What follows belongs to an exercise in optimizing a design on an open flow for small area, a short achievable clock period and few clock cycles; a production flow would make more cautious choices.
Where RTL was checked, it was by simulation tests only, not by an equivalence proof against the original.
Power is estimated from default activity; no workload was simulated.

wip/amber:
==> module systolic_array_os, before the edit <==
module systolic_array_os #(
  parameter int unsigned ROW   = sys_array_pkg::DefaultRow,
  parameter int unsigned COL   = sys_array_pkg::DefaultCol,
  parameter int unsigned ES    = sys_array_pkg::DefaultEs,
  parameter int unsigned K_MAX = sys_array_pkg::DefaultKMax,
  parameter int unsigned ACC_W = 2 * ES + $clog2(K_MAX)
) (
  input  logic                         clk,
  input  logic                         rst_n,
  input  logic                         start,
  input  logic [$clog2(K_MAX+1)-1:0]   k_len,
  input  logic                         signed_mode,
  input  logic                         in_vld,
  output logic                         in_rdy,
  input  logic [ROW*ES-1:0]            a_vec,
  input  logic [COL*ES-1:0]            b_vec,
  output logic                         out_vld,
  input  logic                         out_rdy,
  output logic [COL*ACC_W-1:0]         out_row,
  output logic [$clog2(ROW)-1:0]       out_row_idx,
  output logic                         out_last,
  output logic                         busy,
  output logic                         done
);
  localparam int unsigned KW = $clog2(K_MAX + 1);
  localparam int unsigned RW = $clog2(ROW);
  logic          r_feed;       
  logic          r_zero;       
  logic          r_first;      
  logic [KW-1:0] r_k_rem;      
  logic          r_signed;
  logic [ES-1:0] r_a_n [ROW];
  logic [ES-1:0] r_b_n [COL];
  logic [ROW-1:0] r_clr;       
  logic          r_last;       
  logic          r_out_vld;
  logic [RW-1:0] r_row;
  logic          r_row_last;   
  logic [ROW-1:0] r_row_sel;   
  logic          r_rdy_any;    
  logic          r_rdy_last;   
  logic [KW-1:0]    w_k_clamp;
  logic             w_start, w_acc_free, w_in_rdy, w_fire, w_issue, w_xfer;
  logic             w_feed_d, w_zero_d, w_first_d, w_last_d, w_out_vld_d, w_row_last_d;
  logic [RW-1:0]    w_row_d;
  logic [ACC_W-1:0] w_acc [ROW][COL];
  assign w_k_clamp = (k_len > KW'(K_MAX)) ? KW'(K_MAX) : k_len;
  assign w_start   = start & ~busy;
  assign w_xfer    = r_out_vld & out_rdy;
  assign w_acc_free = ~r_last & (~r_out_vld | (r_row_last & out_rdy));
  assign w_in_rdy   = r_rdy_any | (r_rdy_last & out_rdy);
  assign w_fire     = in_vld & w_in_rdy;
  assign w_issue    = w_fire | (r_zero & w_acc_free);
  always_comb begin
    w_feed_d  = r_feed;
    w_zero_d  = r_zero;
    w_first_d = r_first;
    if (w_start) begin
      w_feed_d  = (w_k_clamp != '0);
      w_zero_d  = (w_k_clamp == '0);
      w_first_d = 1'b1;
    end else begin
      if (w_fire) begin
        w_first_d = 1'b0;
        if (r_k_rem == KW'(1)) w_feed_d = 1'b0;
      end
      if (r_zero && w_acc_free) w_zero_d = 1'b0;
    end
    w_last_d     = w_issue & (r_zero | (r_k_rem == KW'(1)));
    w_out_vld_d  = r_out_vld;
    w_row_d      = r_row;
    w_row_last_d = r_row_last;
    if (r_last) begin
      w_out_vld_d  = 1'b1;
      w_row_d      = '0;
      w_row_last_d = 1'b0;
    end else if (w_xfer) begin
      w_out_vld_d  = ~r_row_last;
      w_row_d      = r_row + RW'(1);
      w_row_last_d = (r_row == RW'(ROW - 2));
    end
  end
  always_ff @(posedge clk) begin
    if (!rst_n) begin
      r_feed     <= 1'b0;
      r_zero     <= 1'b0;
      r_first    <= 1'b0;
      r_clr      <= '1;
      r_last     <= 1'b0;
      r_out_vld  <= 1'b0;
      r_row      <= '0;
      r_row_last <= 1'b0;
      r_row_sel  <= '0;
      r_rdy_any  <= 1'b0;
      r_rdy_last <= 1'b0;
    end else begin
      r_feed     <= w_feed_d;
      r_zero     <= w_zero_d;
      r_first    <= w_first_d;
      r_clr      <= {ROW{w_xfer}} & r_row_sel;
      r_last     <= w_last_d;
      r_out_vld  <= w_out_vld_d;
      r_row      <= w_row_d;
      r_row_last <= w_row_last_d;
      for (int r = 0; r < ROW; r++) r_row_sel[r] <= w_out_vld_d & (w_row_d == RW'(r));
      r_rdy_any  <= w_feed_d & (~w_first_d | (~w_last_d & ~w_out_vld_d));
      r_rdy_last <= w_feed_d & w_first_d & ~w_last_d & w_row_last_d;
    end
  end
  always_ff @(posedge clk) begin
    if (w_start) begin
      r_k_rem  <= w_k_clamp;
      r_signed <= signed_mode;
    end else if (w_fire) begin
      r_k_rem <= r_k_rem - KW'(1);
    end
  end
  always_ff @(posedge clk) begin
    for (int r = 0; r < ROW; r++) r_a_n[r] <= ~((w_fire & rst_n) ? a_vec[r*ES +: ES] : '0);
    for (int c = 0; c < COL; c++) r_b_n[c] <= ~b_vec[c*ES +: ES];
  end
  for (genvar gr = 0; gr < ROW; gr++) begin : g_row
    for (genvar gc = 0; gc < COL; gc++) begin : g_col
      pe_mac #(
        .ES   (ES),
        .ACC_W(ACC_W)
      ) u_pe (
        .clk     (clk),
        .i_clr   (r_clr[gr]),
        .i_signed(r_signed),
        .i_a     (~r_a_n[gr]),
        .i_b     (~r_b_n[gc]),
        .o_acc   (w_acc[gr][gc])
      );
    end
  end
  always_comb begin
    out_row = '0;
    for (int r = 0; r < ROW; r++)
      for (int c = 0; c < COL; c++)
        out_row[c*ACC_W +: ACC_W] = out_row[c*ACC_W +: ACC_W] | (w_acc[r][c] & {ACC_W{r_row_sel[r]}});
  end
  assign in_rdy      = w_in_rdy;
  assign out_vld     = r_out_vld;
  assign out_row_idx = r_row;
  assign out_last    = r_row_last;
  assign busy        = r_feed | r_zero;
  assign done        = r_row_last & out_rdy;
endmodule
clock: 10.0 ns
lec_check: 0
cap_margin: 5
core_margin: 2
core_utilization: 60
cts_cluster_diameter: 80
cts_cluster_size: 30
slew_margin: 5
standard.sh (not shown) runs the stock make flow with config.mk's settings and CLKGATE_MAP_FILE= SYNTH_SCRIPT=/design/flow/synth_recipe.tcl, a recipe that flattens the netlist after the stock synthesis.
==> flow/flow/run.sh <==
#!/bin/bash
# Standard ORFS layout with three changes:
#  - synthesis skips Yosys's early "abc -fast", so full adders are extracted from the
#    RTL's own adder expressions (no inverters between adder cells); registers are
#    unchanged,
#  - ports are buffered with buf_2 instead of a delay buffer,
#  - repair_timing aims at a tighter setup margin.
set -u
sed -e 's/synth -nofsm -noshare/synth -nofsm -noshare -noabc/' synth_recipe.tcl > synth_noabc.tcl
bash standard.sh SYNTH_SCRIPT=$PWD/synth_noabc.tcl SETUP_SLACK_MARGIN=5.3 \
  "BUFFER_PORTS_ARGS=-buffer_cell sky130_fd_sc_hd__buf_2" finish > standard.log 2>&1
[inputs] wip/willow vs wip/amber
-- flow/design.v --
<<< wip/amber, line 595
  always_ff @(posedge clk) begin
    if (w_start) begin
      r_k_rem  <= w_k_clamp;
      r_signed <= signed_mode;
    end else if (w_fire) begin
      r_k_rem <= r_k_rem - KW'(1);
    end
  end
>>> wip/willow, line 595
  always_ff @(posedge clk) begin
    if (w_start) begin
      r_k_rem <= w_k_clamp;
    end else if (w_fire) begin
      r_k_rem <= r_k_rem - KW'(1);
    end
  end
  always_ff @(posedge clk) begin
    if (!rst_n) begin
      r_signed <= 1'b0;
    end else if (w_start) begin
      r_signed <= signed_mode;
    end
  end
Notes after the runs:
Final critical-path required period delta for wip/willow relative to wip/amber: 0.027 ns higher. Delta (wip/willow minus wip/amber): die area barely changed; count of non-filler cells in the finished layout barely changed; arrival time at the worst endpoint climbed 2.53 ns; worst slack after detailed placement climbed 0.027 ns; clock-buffer cell count dropped 11%. Per the comparison of wip/willow with wip/amber, growth of design area from synthesis to finish now sits lower; fmax decreased 1.2 MHz; post-route total power went down; switching component of the power lost 35%. wip/willow reports a higher number of gates on the worst path with buffers counted than wip/amber does.
Testbench counts of wip/willow, summed over its fixed seeds: cycles 12,017.
Only the layout flow was run in wip/amber; the RTL was not checked for function there.

---

== the baseline ==
systolic_array_os, a different RTL version from the one above (not shown whole).
Size in the first run: ~5000 cells after synthesis, ~440 flip-flops, ~170 I/O pins.
==> module systolic_array_os, before the edit <==
module systolic_array_os #(
  parameter int unsigned ROW   = sys_array_pkg::DefaultRow,
  parameter int unsigned COL   = sys_array_pkg::DefaultCol,
  parameter int unsigned ES    = sys_array_pkg::DefaultEs,
  parameter int unsigned K_MAX = sys_array_pkg::DefaultKMax,
  parameter int unsigned ACC_W = 2 * ES + $clog2(K_MAX)
) (
  input  logic                         clk,
  input  logic                         rst_n,
  input  logic                         start,
  input  logic [$clog2(K_MAX+1)-1:0]   k_len,
  input  logic                         signed_mode,
  input  logic                         in_vld,
  output logic                         in_rdy,
  input  logic [ROW*ES-1:0]            a_vec,
  input  logic [COL*ES-1:0]            b_vec,
  output logic                         out_vld,
  input  logic                         out_rdy,
  output logic [COL*ACC_W-1:0]         out_row,
  output logic [$clog2(ROW)-1:0]       out_row_idx,
  output logic                         out_last,
  output logic                         busy,
  output logic                         done
);
  localparam int unsigned KW = $clog2(K_MAX + 1);
  localparam int unsigned RW = $clog2(ROW);
  logic          r_feed;       
  logic          r_zero;       
  logic          r_first;      
  logic [KW-1:0] r_k_rem;      
  logic          r_signed;
  logic [ES-1:0] r_a [ROW];
  logic [ES-1:0] r_b [COL];
  logic [ROW-1:0] r_clr;       
  logic          r_last;       
  logic          r_out_vld;
  logic [RW-1:0] r_row;
  logic          r_row_last;   
  logic [ROW-1:0] r_row_sel;   
  logic          r_rdy_any;    
  logic          r_rdy_last;   
  logic [KW-1:0]    w_k_clamp;
  logic             w_start, w_acc_free, w_in_rdy, w_fire, w_issue, w_xfer;
  logic             w_feed_d, w_zero_d, w_first_d, w_last_d, w_out_vld_d, w_row_last_d;
  logic [RW-1:0]    w_row_d;
  logic [ACC_W-1:0] w_acc [ROW][COL];
  assign w_k_clamp = (k_len > KW'(K_MAX)) ? KW'(K_MAX) : k_len;
  assign w_start   = start & ~busy;
  assign w_xfer    = r_out_vld & out_rdy;
  assign w_acc_free = ~r_last & (~r_out_vld | (r_row_last & out_rdy));
  assign w_in_rdy   = r_rdy_any | (r_rdy_last & out_rdy);
  assign w_fire     = in_vld & w_in_rdy;
  assign w_issue    = w_fire | (r_zero & w_acc_free);
  always_comb begin
    w_feed_d  = r_feed;
    w_zero_d  = r_zero;
    w_first_d = r_first;
    if (w_start) begin
      w_feed_d  = (w_k_clamp != '0);
      w_zero_d  = (w_k_clamp == '0);
      w_first_d = 1'b1;
    end else begin
      if (w_fire) begin
        w_first_d = 1'b0;
        if (r_k_rem == KW'(1)) w_feed_d = 1'b0;
      end
      if (r_zero && w_acc_free) w_zero_d = 1'b0;
    end
    w_last_d     = w_issue & (r_zero | (r_k_rem == KW'(1)));
    w_out_vld_d  = r_out_vld;
    w_row_d      = r_row;
    w_row_last_d = r_row_last;
    if (r_last) begin
      w_out_vld_d  = 1'b1;
      w_row_d      = '0;
      w_row_last_d = 1'b0;
    end else if (w_xfer) begin
      w_out_vld_d  = ~r_row_last;
      w_row_d      = r_row + RW'(1);
      w_row_last_d = (r_row == RW'(ROW - 2));
    end
  end
  always_ff @(posedge clk) begin
    if (!rst_n) begin
      r_feed     <= 1'b0;
      r_zero     <= 1'b0;
      r_first    <= 1'b0;
      r_clr      <= '1;
      r_last     <= 1'b0;
      r_out_vld  <= 1'b0;
      r_row      <= '0;
      r_row_last <= 1'b0;
      r_row_sel  <= '0;
      r_rdy_any  <= 1'b0;
      r_rdy_last <= 1'b0;
    end else begin
      r_feed     <= w_feed_d;
      r_zero     <= w_zero_d;
      r_first    <= w_first_d;
      r_clr      <= {ROW{w_xfer}} & r_row_sel;
      r_last     <= w_last_d;
      r_out_vld  <= w_out_vld_d;
      r_row      <= w_row_d;
      r_row_last <= w_row_last_d;
      for (int r = 0; r < ROW; r++) r_row_sel[r] <= w_out_vld_d & (w_row_d == RW'(r));
      r_rdy_any  <= w_feed_d & (~w_first_d | (~w_last_d & ~w_out_vld_d));
      r_rdy_last <= w_feed_d & w_first_d & ~w_last_d & w_row_last_d;
    end
  end
  always_ff @(posedge clk) begin
    if (w_start) begin
      r_k_rem  <= w_k_clamp;
      r_signed <= signed_mode;
    end else if (w_fire) begin
      r_k_rem <= r_k_rem - KW'(1);
    end
  end
  always_ff @(posedge clk) begin
    for (int r = 0; r < ROW; r++) r_a[r] <= (w_fire & rst_n) ? a_vec[r*ES +: ES] : '0;
    for (int c = 0; c < COL; c++) r_b[c] <= b_vec[c*ES +: ES];
  end
  for (genvar gr = 0; gr < ROW; gr++) begin : g_row
    for (genvar gc = 0; gc < COL; gc++) begin : g_col
      pe_mac #(
        .ES   (ES),
        .ACC_W(ACC_W)
      ) u_pe (
        .clk     (clk),
        .i_clr   (r_clr[gr]),
        .i_signed(r_signed),
        .i_a     (r_a[gr]),
        .i_b     (r_b[gc]),
        .o_acc   (w_acc[gr][gc])
      );
    end
  end
  always_comb begin
    out_row = '0;
    for (int r = 0; r < ROW; r++)
      for (int c = 0; c < COL; c++)
        out_row[c*ACC_W +: ACC_W] = out_row[c*ACC_W +: ACC_W] | (w_acc[r][c] & {ACC_W{r_row_sel[r]}});
  end
  assign in_rdy      = w_in_rdy;
  assign out_vld     = r_out_vld;
  assign out_row_idx = r_row;
  assign out_last    = r_row_last;
  assign busy        = r_feed | r_zero;
  assign done        = r_row_last & out_rdy;
endmodule
clock: 10.0 ns
lec_check: 0
cap_margin: 5
core_margin: 2
core_utilization: 60
slew_margin: 5
Scripts as last shown in full above: flow/flow/run.sh
The baseline | status: complete | timing, DRC, antenna: pass
### the baseline -> the candidate
--- a/flow/design.v
+++ b/flow/design.v
@@ -514,8 +514,8 @@
   logic          r_first;      
   logic [KW-1:0] r_k_rem;      
   logic          r_signed;
-  logic [ES-1:0] r_a [ROW];
-  logic [ES-1:0] r_b [COL];
+  logic [ES-1:0] r_a_n [ROW];
+  logic [ES-1:0] r_b_n [COL];
   logic [ROW-1:0] r_clr;       
   logic          r_last;       
   logic          r_out_vld;
@@ -601,8 +601,8 @@
     end
   end
   always_ff @(posedge clk) begin
-    for (int r = 0; r < ROW; r++) r_a[r] <= (w_fire & rst_n) ? a_vec[r*ES +: ES] : '0;
-    for (int c = 0; c < COL; c++) r_b[c] <= b_vec[c*ES +: ES];
+    for (int r = 0; r < ROW; r++) r_a_n[r] <= ~((w_fire & rst_n) ? a_vec[r*ES +: ES] : '0);
+    for (int c = 0; c < COL; c++) r_b_n[c] <= ~b_vec[c*ES +: ES];
   end
   for (genvar gr = 0; gr < ROW; gr++) begin : g_row
     for (genvar gc = 0; gc < COL; gc++) begin : g_col
@@ -613,8 +613,8 @@
         .clk     (clk),
         .i_clr   (r_clr[gr]),
         .i_signed(r_signed),
-        .i_a     (r_a[gr]),
-        .i_b     (r_b[gc]),
+        .i_a     (~r_a_n[gr]),
+        .i_b     (~r_b_n[gc]),
         .o_acc   (w_acc[gr][gc])
       );
     end
[summary]
When the final numbers for the candidate and the baseline were put side by side, the synthesized cell count turned out to be greater in the candidate. Measured against the baseline, the clock power of the candidate comes out at 1.06 times the reference value. Compared with the baseline, the candidate is the more power-hungry design. Looking only at full die area, and setting everything else aside, the higher value of the candidate and the baseline goes to the baseline. Between the candidate and the baseline, simple-gate portion of the synthesized area is lower for the candidate, the baseline comes in above that. Clock power share was higher in the run labelled the candidate. Taking the baseline as the reference, in the candidate mapped cell area lower, routed wire length higher, sequential cell area share has increased, multi-input gate share of the layout cell area saw a decrease. Of the two values seen for launch point of the worst path, r_signed was produced by the candidate and r_row_sel[2] by the baseline. Cell area, the candidate and the baseline: lower on the candidate.
No run of this note included a check of the RTL's function; only the layout flow was run.

---

the previous run:
Another version of the RTL of systolic_array_os (not shown whole).
==> module systolic_array_os, before the edit <==
module systolic_array_os #(
  parameter int unsigned ROW   = sys_array_pkg::DefaultRow,
  parameter int unsigned COL   = sys_array_pkg::DefaultCol,
  parameter int unsigned ES    = sys_array_pkg::DefaultEs,
  parameter int unsigned K_MAX = sys_array_pkg::DefaultKMax,
  parameter int unsigned ACC_W = 2 * ES + $clog2(K_MAX)
) (
  input  logic                         clk,
  input  logic                         rst_n,
  input  logic                         start,
  input  logic [$clog2(K_MAX+1)-1:0]   k_len,
  input  logic                         signed_mode,
  input  logic                         in_vld,
  output logic                         in_rdy,
  input  logic [ROW*ES-1:0]            a_vec,
  input  logic [COL*ES-1:0]            b_vec,
  output logic                         out_vld,
  input  logic                         out_rdy,
  output logic [COL*ACC_W-1:0]         out_row,
  output logic [$clog2(ROW)-1:0]       out_row_idx,
  output logic                         out_last,
  output logic                         busy,
  output logic                         done
);
  localparam int unsigned KW = $clog2(K_MAX + 1);
  localparam int unsigned RW = $clog2(ROW);
  logic          r_feed;       
  logic          r_zero;       
  logic          r_first;      
  logic [KW-1:0] r_k_rem;      
  logic          r_signed;
  logic [ES-1:0] r_a_n [ROW];
  logic [ES-1:0] r_b_n [COL];
  logic [ROW-1:0] r_clr;       
  logic          r_last;       
  logic          r_out_vld;
  logic [RW-1:0] r_row;
  logic          r_row_last;   
  logic [ROW-1:0] r_row_sel;   
  logic          r_rdy_any;    
  logic          r_rdy_last;   
  logic [KW-1:0]    w_k_clamp;
  logic             w_start, w_acc_free, w_in_rdy, w_fire, w_issue, w_xfer;
  logic             w_feed_d, w_zero_d, w_first_d, w_last_d, w_out_vld_d, w_row_last_d;
  logic [RW-1:0]    w_row_d;
  logic [ACC_W-1:0] w_acc [ROW][COL];
  assign w_k_clamp = (k_len > KW'(K_MAX)) ? KW'(K_MAX) : k_len;
  assign w_start   = start & ~busy;
  assign w_xfer    = r_out_vld & out_rdy;
  assign w_acc_free = ~r_last & (~r_out_vld | (r_row_last & out_rdy));
  assign w_in_rdy   = r_rdy_any | (r_rdy_last & out_rdy);
  assign w_fire     = in_vld & w_in_rdy;
  assign w_issue    = w_fire | (r_zero & w_acc_free);
  always_comb begin
    w_feed_d  = r_feed;
    w_zero_d  = r_zero;
    w_first_d = r_first;
    if (w_start) begin
      w_feed_d  = (w_k_clamp != '0);
      w_zero_d  = (w_k_clamp == '0);
      w_first_d = 1'b1;
    end else begin
      if (w_fire) begin
        w_first_d = 1'b0;
        if (r_k_rem == KW'(1)) w_feed_d = 1'b0;
      end
      if (r_zero && w_acc_free) w_zero_d = 1'b0;
    end
    w_last_d     = w_issue & (r_zero | (r_k_rem == KW'(1)));
    w_out_vld_d  = r_out_vld;
    w_row_d      = r_row;
    w_row_last_d = r_row_last;
    if (r_last) begin
      w_out_vld_d  = 1'b1;
      w_row_d      = '0;
      w_row_last_d = 1'b0;
    end else if (w_xfer) begin
      w_out_vld_d  = ~r_row_last;
      w_row_d      = r_row + RW'(1);
      w_row_last_d = (r_row == RW'(ROW - 2));
    end
  end
  always_ff @(posedge clk) begin
    if (!rst_n) begin
      r_feed     <= 1'b0;
      r_zero     <= 1'b0;
      r_first    <= 1'b0;
      r_clr      <= '1;
      r_last     <= 1'b0;
      r_out_vld  <= 1'b0;
      r_row      <= '0;
      r_row_last <= 1'b0;
      r_row_sel  <= '0;
      r_rdy_any  <= 1'b0;
      r_rdy_last <= 1'b0;
    end else begin
      r_feed     <= w_feed_d;
      r_zero     <= w_zero_d;
      r_first    <= w_first_d;
      r_clr      <= {ROW{w_xfer}} & r_row_sel;
      r_last     <= w_last_d;
      r_out_vld  <= w_out_vld_d;
      r_row      <= w_row_d;
      r_row_last <= w_row_last_d;
      for (int r = 0; r < ROW; r++) r_row_sel[r] <= w_out_vld_d & (w_row_d == RW'(r));
      r_rdy_any  <= w_feed_d & (~w_first_d | (~w_last_d & ~w_out_vld_d));
      r_rdy_last <= w_feed_d & w_first_d & ~w_last_d & w_row_last_d;
    end
  end
  always_ff @(posedge clk) begin
    if (w_start) begin
      r_k_rem <= w_k_clamp;
    end else if (w_fire) begin
      r_k_rem <= r_k_rem - KW'(1);
    end
  end
  always_ff @(posedge clk) begin
    if (!rst_n) begin
      r_signed <= 1'b0;
    end else if (w_start) begin
      r_signed <= signed_mode;
    end
  end
  always_ff @(posedge clk) begin
    for (int r = 0; r < ROW; r++) r_a_n[r] <= ~((w_fire & rst_n) ? a_vec[r*ES +: ES] : '0);
    for (int c = 0; c < COL; c++) r_b_n[c] <= ~b_vec[c*ES +: ES];
  end
  for (genvar gr = 0; gr < ROW; gr++) begin : g_row
    for (genvar gc = 0; gc < COL; gc++) begin : g_col
      pe_mac #(
        .ES   (ES),
        .ACC_W(ACC_W)
      ) u_pe (
        .clk     (clk),
        .i_clr   (r_clr[gr]),
        .i_signed(r_signed),
        .i_a     (~r_a_n[gr]),
        .i_b     (~r_b_n[gc]),
        .o_acc   (w_acc[gr][gc])
      );
    end
  end
  always_comb begin
    out_row = '0;
    for (int c = 0; c < COL / 2; c++)
      for (int r = 0; r < ROW; r++)
        out_row[c*ACC_W +: ACC_W] = out_row[c*ACC_W +: ACC_W] | (w_acc[r][c] & {ACC_W{r_row_sel[r]}});
    for (int c = COL / 2; c < COL; c++) out_row[c*ACC_W +: ACC_W] = w_acc[r_row][c];
  end
  assign in_rdy      = w_in_rdy;
  assign out_vld     = r_out_vld;
  assign out_row_idx = r_row;
  assign out_last    = r_row_last;
  assign busy        = r_feed | r_zero;
  assign done        = r_row_last & out_rdy;
endmodule
clock: 10.0 ns
lec_check: 0
cap_margin: 5
core_margin: 2
core_utilization: 60
cts_cluster_diameter: 100
cts_cluster_size: 40
slew_margin: 5
Scripts as last shown in full above: flow/flow/run.sh
Every stage of the flow completed for the previous run, and the final layout passed the timing, design-rule and antenna checks.
Setup changes, the previous run to the current run
diff --git a/flow/design.v b/flow/design.v
--- a/flow/design.v
+++ b/flow/design.v
@@ -642,12 +642,11 @@
     end
   end
   always_comb begin
     out_row = '0;
-    for (int c = 0; c < COL / 2; c++)
-      for (int r = 0; r < ROW; r++)
+    for (int r = 0; r < ROW; r++)
+      for (int c = 0; c < COL; c++)
         out_row[c*ACC_W +: ACC_W] = out_row[c*ACC_W +: ACC_W] | (w_acc[r][c] & {ACC_W{r_row_sel[r]}});
-    for (int c = COL / 2; c < COL; c++) out_row[c*ACC_W +: ACC_W] = w_acc[r_row][c];
   end
   assign in_rdy      = w_in_rdy;
   assign out_vld     = r_out_vld;
   assign out_row_idx = r_row;
Findings:
- As of the current run, quantity of gates resized following cts had fallen by more than a quarter compared to the previous run.
- Diff the previous run -> the current run | clock-buffer cell count | decrease of 9
- The current run reports its launching instance or port of the critical path as r_a_n[1][2]$_DFF_P_ while the previous run reports r_row[0]$_SDFF_PN0_.
- The current run vs the previous run, synthesis-to-finish area growth went down by 2.1 points.
- The power in the current run was lower than what the previous run gave.
- From the previous run to the current run the numbers moved as follows: layout inverter count without the clock tree dropped 5.9%, met2 wirelength from detailed routing fell about 3.7%, via count normalized by instance count went down by 1.6%, cell area down 2.5%, net count after synthesis moved down.
- In the tables for the current run and the previous run, relative contribution of combinational cells to total power reads higher with the previous run.
Testbench counts of the current run, summed over its fixed seeds: cycles 12,017.
The RTL of the previous run was laid out without a check of its function.

==> afterwards: timing with drivers on the ports <==
The flow's constraints put no driver on any port. The routed layouts listed below were extracted and timed again, unchanged, in two steps. Step 1: set_driving_cell puts a clkbuf_16 on clk and a buf_2 on each other input, an assumption about the parent block. Step 2 adds t to the input delays and takes it off the output delays; t is the mean of the earliest and latest rising clock arrival at the registers after step 1. Input paths then give back, and output paths get back, about the clock's delay inside the block. Three values: ideal, step 1, step 2; two values: the first two.
| run | t, ns | setup slack, ns | worst setup path at the end | cell pins on the clock port's net |
|---|---|---|---|---|
| wip/amber | 0.700 | 5.385 / 5.317 / 5.386 | register to register | 1 |
| wip/willow | 0.667 | 5.358 / 5.325 / 5.358 | register to register | 1 |
| the baseline | 0.726 | 5.412 / 5.339 / 5.420 | register to register | 1 |
| the candidate | 0.734 | 5.388 / 5.329 / 5.388 | register to register | 1 |
| the previous run | 0.669 | 5.351 / 5.278 / 5.413 | register to register | 1 |
| the current run | 0.722 | 5.378 / 5.306 / 5.378 | register to register | 1 |
After both steps every run listed still meets setup and hold.
